Source: an optimization exercise on an open RTL-to-GDS flow (aim: small area, a short achievable clock period and few clock cycles per item). Production flows keep margins and buffers that such runs may drop. RTL that was checked went through simulation tests only; none was proved equivalent to the original.

==> module stream_reader_top, before the edit <==
module stream_reader_top (
    input  logic          clk_i,
    input  logic          rst_ni,
    input  logic          start_i,
    input  logic [255:0]  lane_cfg_i,
    output logic          done_o,
    output logic [31:0]   ar_addr_o,
    output logic          ar_valid_o,
    input  logic          ar_ready_i,
    input  logic [63:0]   r_data_i,
    input  logic          r_valid_i,
    output logic          r_ready_o,
    output logic [127:0]  data_o,
    output logic [3:0]    valid_o,
    input  logic [3:0]    ready_i
);
    localparam int unsigned NL    = stream_pkg::NODE_NUM;
    localparam int unsigned TRK_D = stream_pkg::MAX_OUTSTANDING;
    localparam int unsigned PTR_W = $clog2(TRK_D);
    logic        run_q;
    logic        issued_q;    
    logic [1:0]  cur_q;       
    logic [31:2] addr_q;      
    logic [15:0] rem_q;       
    logic        end_q;       
    logic [15:2] step_q;      
    logic        s4_q;        
    logic        trk_empty;
    logic [1:0]  nxt;
    logic [31:2] nxt_base;
    logic [15:0] nxt_size;
    logic [15:2] nxt_stride;
    logic        nxt_s4;
    logic        reading;
    logic        lane_end;
    logic        lane_load;
    logic        two;
    logic        ar_take;
    logic        last_rd;
    logic        trk_full_q;
    logic        drained;
    assign nxt = cur_q + 1'b1;
    always_comb begin
        nxt_base   = lane_cfg_i[64*nxt+34 +: 30];
        nxt_size   = lane_cfg_i[64*nxt+16 +: 16];
        nxt_stride = lane_cfg_i[64*nxt+2 +: 14];
    end
    assign nxt_s4 = (nxt_stride == 14'd1);
    assign reading   = run_q && !issued_q;
    assign lane_end  = end_q;
    assign lane_load = start_i || (reading && lane_end && cur_q != 2'(NL - 1));
    assign two = s4_q && !addr_q[2] && (rem_q > 16'd4);
    assign last_rd = (rem_q <= {step_q, 2'b00});
    assign ar_valid_o = reading && !lane_end && !trk_full_q;
    assign ar_addr_o  = {addr_q[31:3], 3'b000};
    assign ar_take    = ar_valid_o && ar_ready_i;
    assign drained    = issued_q && trk_empty;
    assign done_o     = !run_q || drained;
    always_ff @(posedge clk_i or negedge rst_ni) begin
        if (!rst_ni) begin
            run_q    <= 1'b0;
            issued_q <= 1'b0;
            cur_q    <= 2'(NL - 1);
            end_q    <= 1'b1;
        end else begin
            if (lane_load) begin
                end_q <= (nxt_size == '0);
            end else if (ar_take) begin
                end_q <= last_rd;
            end
            if (start_i) begin
                run_q <= 1'b1;
            end else if (drained) begin
                run_q <= 1'b0;
            end
            if (lane_load) begin
                cur_q    <= nxt;
                issued_q <= 1'b0;
            end else if (reading && lane_end) begin
                issued_q <= 1'b1;
            end
        end
    end
    always_ff @(posedge clk_i) begin
        if (lane_load) begin
            addr_q <= nxt_base;
            rem_q  <= nxt_size;
            s4_q   <= nxt_s4;
            step_q <= nxt_s4 ? (nxt_base[2] ? 14'd1 : 14'd2) : nxt_stride;
        end else if (ar_take) begin
            addr_q <= addr_q + {16'b0, step_q};
            rem_q  <= rem_q - {step_q, 2'b00};
            if (s4_q) begin
                step_q <= 14'd2;
            end
        end
    end
    logic [3:0]       ring_q [TRK_D];
    logic [PTR_W-1:0] wr_q;
    logic [PTR_W-1:0] rd_q;
    logic [PTR_W:0]   cnt_q;
    logic [NL-1:0]    sel_q;
    logic             half_q;
    logic             last_q;
    logic [3:0]       entry;
    logic [3:0]       load;
    logic [NL-1:0]    load_sel;
    logic [NL-1:0]    pop_sel;
    logic             take;
    logic             pop;
    logic             to_head;
    logic             from_ring;
    assign entry     = {cur_q, addr_q[2], two};
    assign trk_empty = (cnt_q == '0);
    assign pop_sel = last_q ? sel_q : '0;
    assign take    = r_valid_i && |(ready_i & sel_q);
    assign pop     = r_valid_i && |(ready_i & pop_sel);
    assign to_head   = ar_take && ((cnt_q == '0) || ((cnt_q == 1) && pop));
    assign from_ring = pop && (cnt_q > 1);
    assign load      = from_ring ? ring_q[rd_q] : entry;
    for (genvar l = 0; l < NL; l++) begin : g_sel
        assign load_sel[l] = (load[3:2] == 2'(l));
    end
    always_ff @(posedge clk_i) begin
        ring_q[wr_q] <= entry;
    end
    always_ff @(posedge clk_i or negedge rst_ni) begin
        if (!rst_ni) begin
            wr_q   <= '0;
            rd_q   <= '0;
            cnt_q  <= '0;
            sel_q  <= '0;
            trk_full_q <= 1'b0;
            half_q <= 1'b0;
            last_q <= 1'b0;
        end else begin
            if (ar_take && !to_head) begin
                wr_q <= wr_q + 1'b1;
            end
            if (from_ring) begin
                rd_q <= rd_q + 1'b1;
            end
            trk_full_q <= !pop && (trk_full_q || (ar_take && 32'(cnt_q) == TRK_D - 1));
            if (ar_take && !pop) begin
                cnt_q <= cnt_q + 1'b1;
            end else if (!ar_take && pop) begin
                cnt_q <= cnt_q - 1'b1;
            end
            if (to_head || from_ring) begin
                sel_q  <= load_sel;
                half_q <= load[1];
                last_q <= !load[0];
            end else if (pop) begin
                sel_q  <= '0;
            end else if (take) begin
                half_q <= 1'b1;
                last_q <= 1'b1;
            end
        end
    end
    assign r_ready_o = pop;
    for (genvar l = 0; l < NL; l++) begin : g_lane
        assign valid_o[l]         = r_valid_i && sel_q[l];
        assign data_o[32*l +: 32] = half_q ? r_data_i[63:32] : r_data_i[31:0];
    end
endmodule
clock: 5.5 ns
lec_check: 0
cap_margin: 20
core_margin: 2
core_utilization: 40
setup_slack_margin: 2.5
slew_margin: 20
standard.sh (not shown) runs the stock make flow with config.mk's settings and CLKGATE_MAP_FILE= SYNTH_SCRIPT=/design/flow/synth_recipe.tcl, a recipe that flattens the netlist after the stock synthesis.
==> flow/flow/run.sh <==
#!/bin/bash
# Standard layout, with the smallest plain buffer on every port
set -o pipefail
export BUFFER_PORTS_ARGS="-buffer_cell sky130_fd_sc_hd__buf_1"
bash standard.sh > standard.log 2>&1
Testbench counts at the start, summed over its fixed seeds: cycles 28,101, words 20,790.
Next try:
--- a/flow/design.v
+++ b/flow/design.v
@@ -303,8 +303,9 @@
     logic [15:0] rem_q;       
     logic        end_q;       
     logic [15:2] step_q;      
     logic        s4_q;        
+    logic        first_q;     
     logic        trk_empty;
     logic [1:0]  nxt;
     logic [31:2] nxt_base;
     logic [15:0] nxt_size;
@@ -361,58 +362,75 @@
         end
     end
     always_ff @(posedge clk_i) begin
         if (lane_load) begin
-            addr_q <= nxt_base;
-            rem_q  <= nxt_size;
+            addr_q  <= nxt_base;
+            rem_q   <= nxt_size;
+            first_q <= 1'b1;
             s4_q   <= nxt_s4;
             step_q <= nxt_s4 ? (nxt_base[2] ? 14'd1 : 14'd2) : nxt_stride;
         end else if (ar_take) begin
-            addr_q <= addr_q + {16'b0, step_q};
+            addr_q  <= addr_q + {16'b0, step_q};
+            first_q <= 1'b0;
             rem_q  <= rem_q - {step_q, 2'b00};
             if (s4_q) begin
                 step_q <= 14'd2;
             end
         end
     end
-    logic [3:0]       ring_q [TRK_D];
+    logic [2:0]       ring_q [TRK_D];
     logic [PTR_W-1:0] wr_q;
     logic [PTR_W-1:0] rd_q;
     logic [PTR_W:0]   cnt_q;
+    logic [1:0]       rl_q;       
     logic [NL-1:0]    sel_q;
     logic             half_q;
     logic             last_q;
-    logic [3:0]       entry;
-    logic [3:0]       load;
-    logic [NL-1:0]    load_sel;
+    logic [2:0]       entry;
+    logic [2:0]       load;
+    logic [NL-1:0]    has_words;
+    logic [1:0]       load_lane;
     logic [NL-1:0]    pop_sel;
     logic             take;
     logic             pop;
     logic             to_head;
     logic             from_ring;
-    assign entry     = {cur_q, addr_q[2], two};
+    assign entry     = {first_q, addr_q[2], two};
     assign trk_empty = (cnt_q == '0);
     assign pop_sel = last_q ? sel_q : '0;
     assign take    = r_valid_i && |(ready_i & sel_q);
     assign pop     = r_valid_i && |(ready_i & pop_sel);
     assign to_head   = ar_take && ((cnt_q == '0) || ((cnt_q == 1) && pop));
     assign from_ring = pop && (cnt_q > 1);
     assign load      = from_ring ? ring_q[rd_q] : entry;
-    for (genvar l = 0; l < NL; l++) begin : g_sel
-        assign load_sel[l] = (load[3:2] == 2'(l));
+    for (genvar l = 0; l < NL; l++) begin : g_has
+        assign has_words[l] = |lane_cfg_i[64*l+16 +: 16];
+    end
+    always_comb begin
+        load_lane = rl_q;
+        if (load[2]) begin
+            if (has_words[2'(rl_q + 2'd1)]) begin
+                load_lane = rl_q + 2'd1;
+            end else if (has_words[2'(rl_q + 2'd2)]) begin
+                load_lane = rl_q + 2'd2;
+            end else if (has_words[2'(rl_q + 2'd3)]) begin
+                load_lane = rl_q + 2'd3;
+            end
+        end
     end
     always_ff @(posedge clk_i) begin
         ring_q[wr_q] <= entry;
     end
     always_ff @(posedge clk_i or negedge rst_ni) begin
         if (!rst_ni) begin
-            wr_q   <= '0;
-            rd_q   <= '0;
-            cnt_q  <= '0;
-            sel_q  <= '0;
+            wr_q       <= '0;
+            rd_q       <= '0;
+            cnt_q      <= '0;
+            rl_q       <= 2'(NL - 1);
+            sel_q      <= '0;
             trk_full_q <= 1'b0;
-            half_q <= 1'b0;
-            last_q <= 1'b0;
+            half_q     <= 1'b0;
+            last_q     <= 1'b0;
         end else begin
             if (ar_take && !to_head) begin
                 wr_q <= wr_q + 1'b1;
             end
@@ -424,10 +442,17 @@
                 cnt_q <= cnt_q + 1'b1;
             end else if (!ar_take && pop) begin
                 cnt_q <= cnt_q - 1'b1;
             end
+            if (start_i) begin
+                rl_q <= 2'(NL - 1);
+            end else if (to_head || from_ring) begin
+                rl_q <= load_lane;
+            end
             if (to_head || from_ring) begin
-                sel_q  <= load_sel;
+                for (int l = 0; l < NL; l++) begin
+                    sel_q[l] <= (load_lane == 2'(l));
+                end
                 half_q <= load[1];
                 last_q <= !load[0];
             end else if (pop) begin
                 sel_q  <= '0;
=> Cell area came out lower slightly. Clock skew came out higher by 0.0071 ns. Worst setup slack gets worse by 0.035 ns. Routed wire length came out higher by roughly a tenth. Clock-buffer cell count came out lower by 1. Core utilization came out higher by 0.57 points. Register-to-register slack gets worse by 0.17 ns.
For the second run of this note, only the layout was checked, not whether the RTL still works.

==> re-timing with driven ports <==
The flow's constraints put no driver on any port. The routed layouts listed below were extracted and timed again, unchanged, in two steps.
Step 1 (the two cells are an assumption about what drives the block):
set clk [get_ports {clk_i}]
set_driving_cell -lib_cell sky130_fd_sc_hd__clkbuf_16 $clk
set_driving_cell -lib_cell sky130_fd_sc_hd__buf_2 [delete_from_list [all_inputs] $clk]
Step 2 adds t to the input delays and takes it off the output delays; t is the mean of the earliest and latest rising clock arrival at the registers after step 1. Input paths then give back, and output paths get back, about the clock's delay inside the block.
a / b / c = ideal / step 1 / step 2; a / b = the first two.
| run | t, ns | setup slack, ns | hold WS [ns] | worst setup path at the end |
|---|---|---|---|---|
| the first run | 0.456 | 2.560 / 2.522 / 2.393 | 0.515 / 0.515 / 0.515 | input to register |
| the second run | 0.477 | 2.526 / 2.520 / 2.114 | 0.489 / 0.489 / 0.489 | input to register |
After both steps setup and hold are still met in every run listed. The setup slack of the second run, which loses most, moves by -0.006 ns with the drivers and by -0.412 ns with both steps.
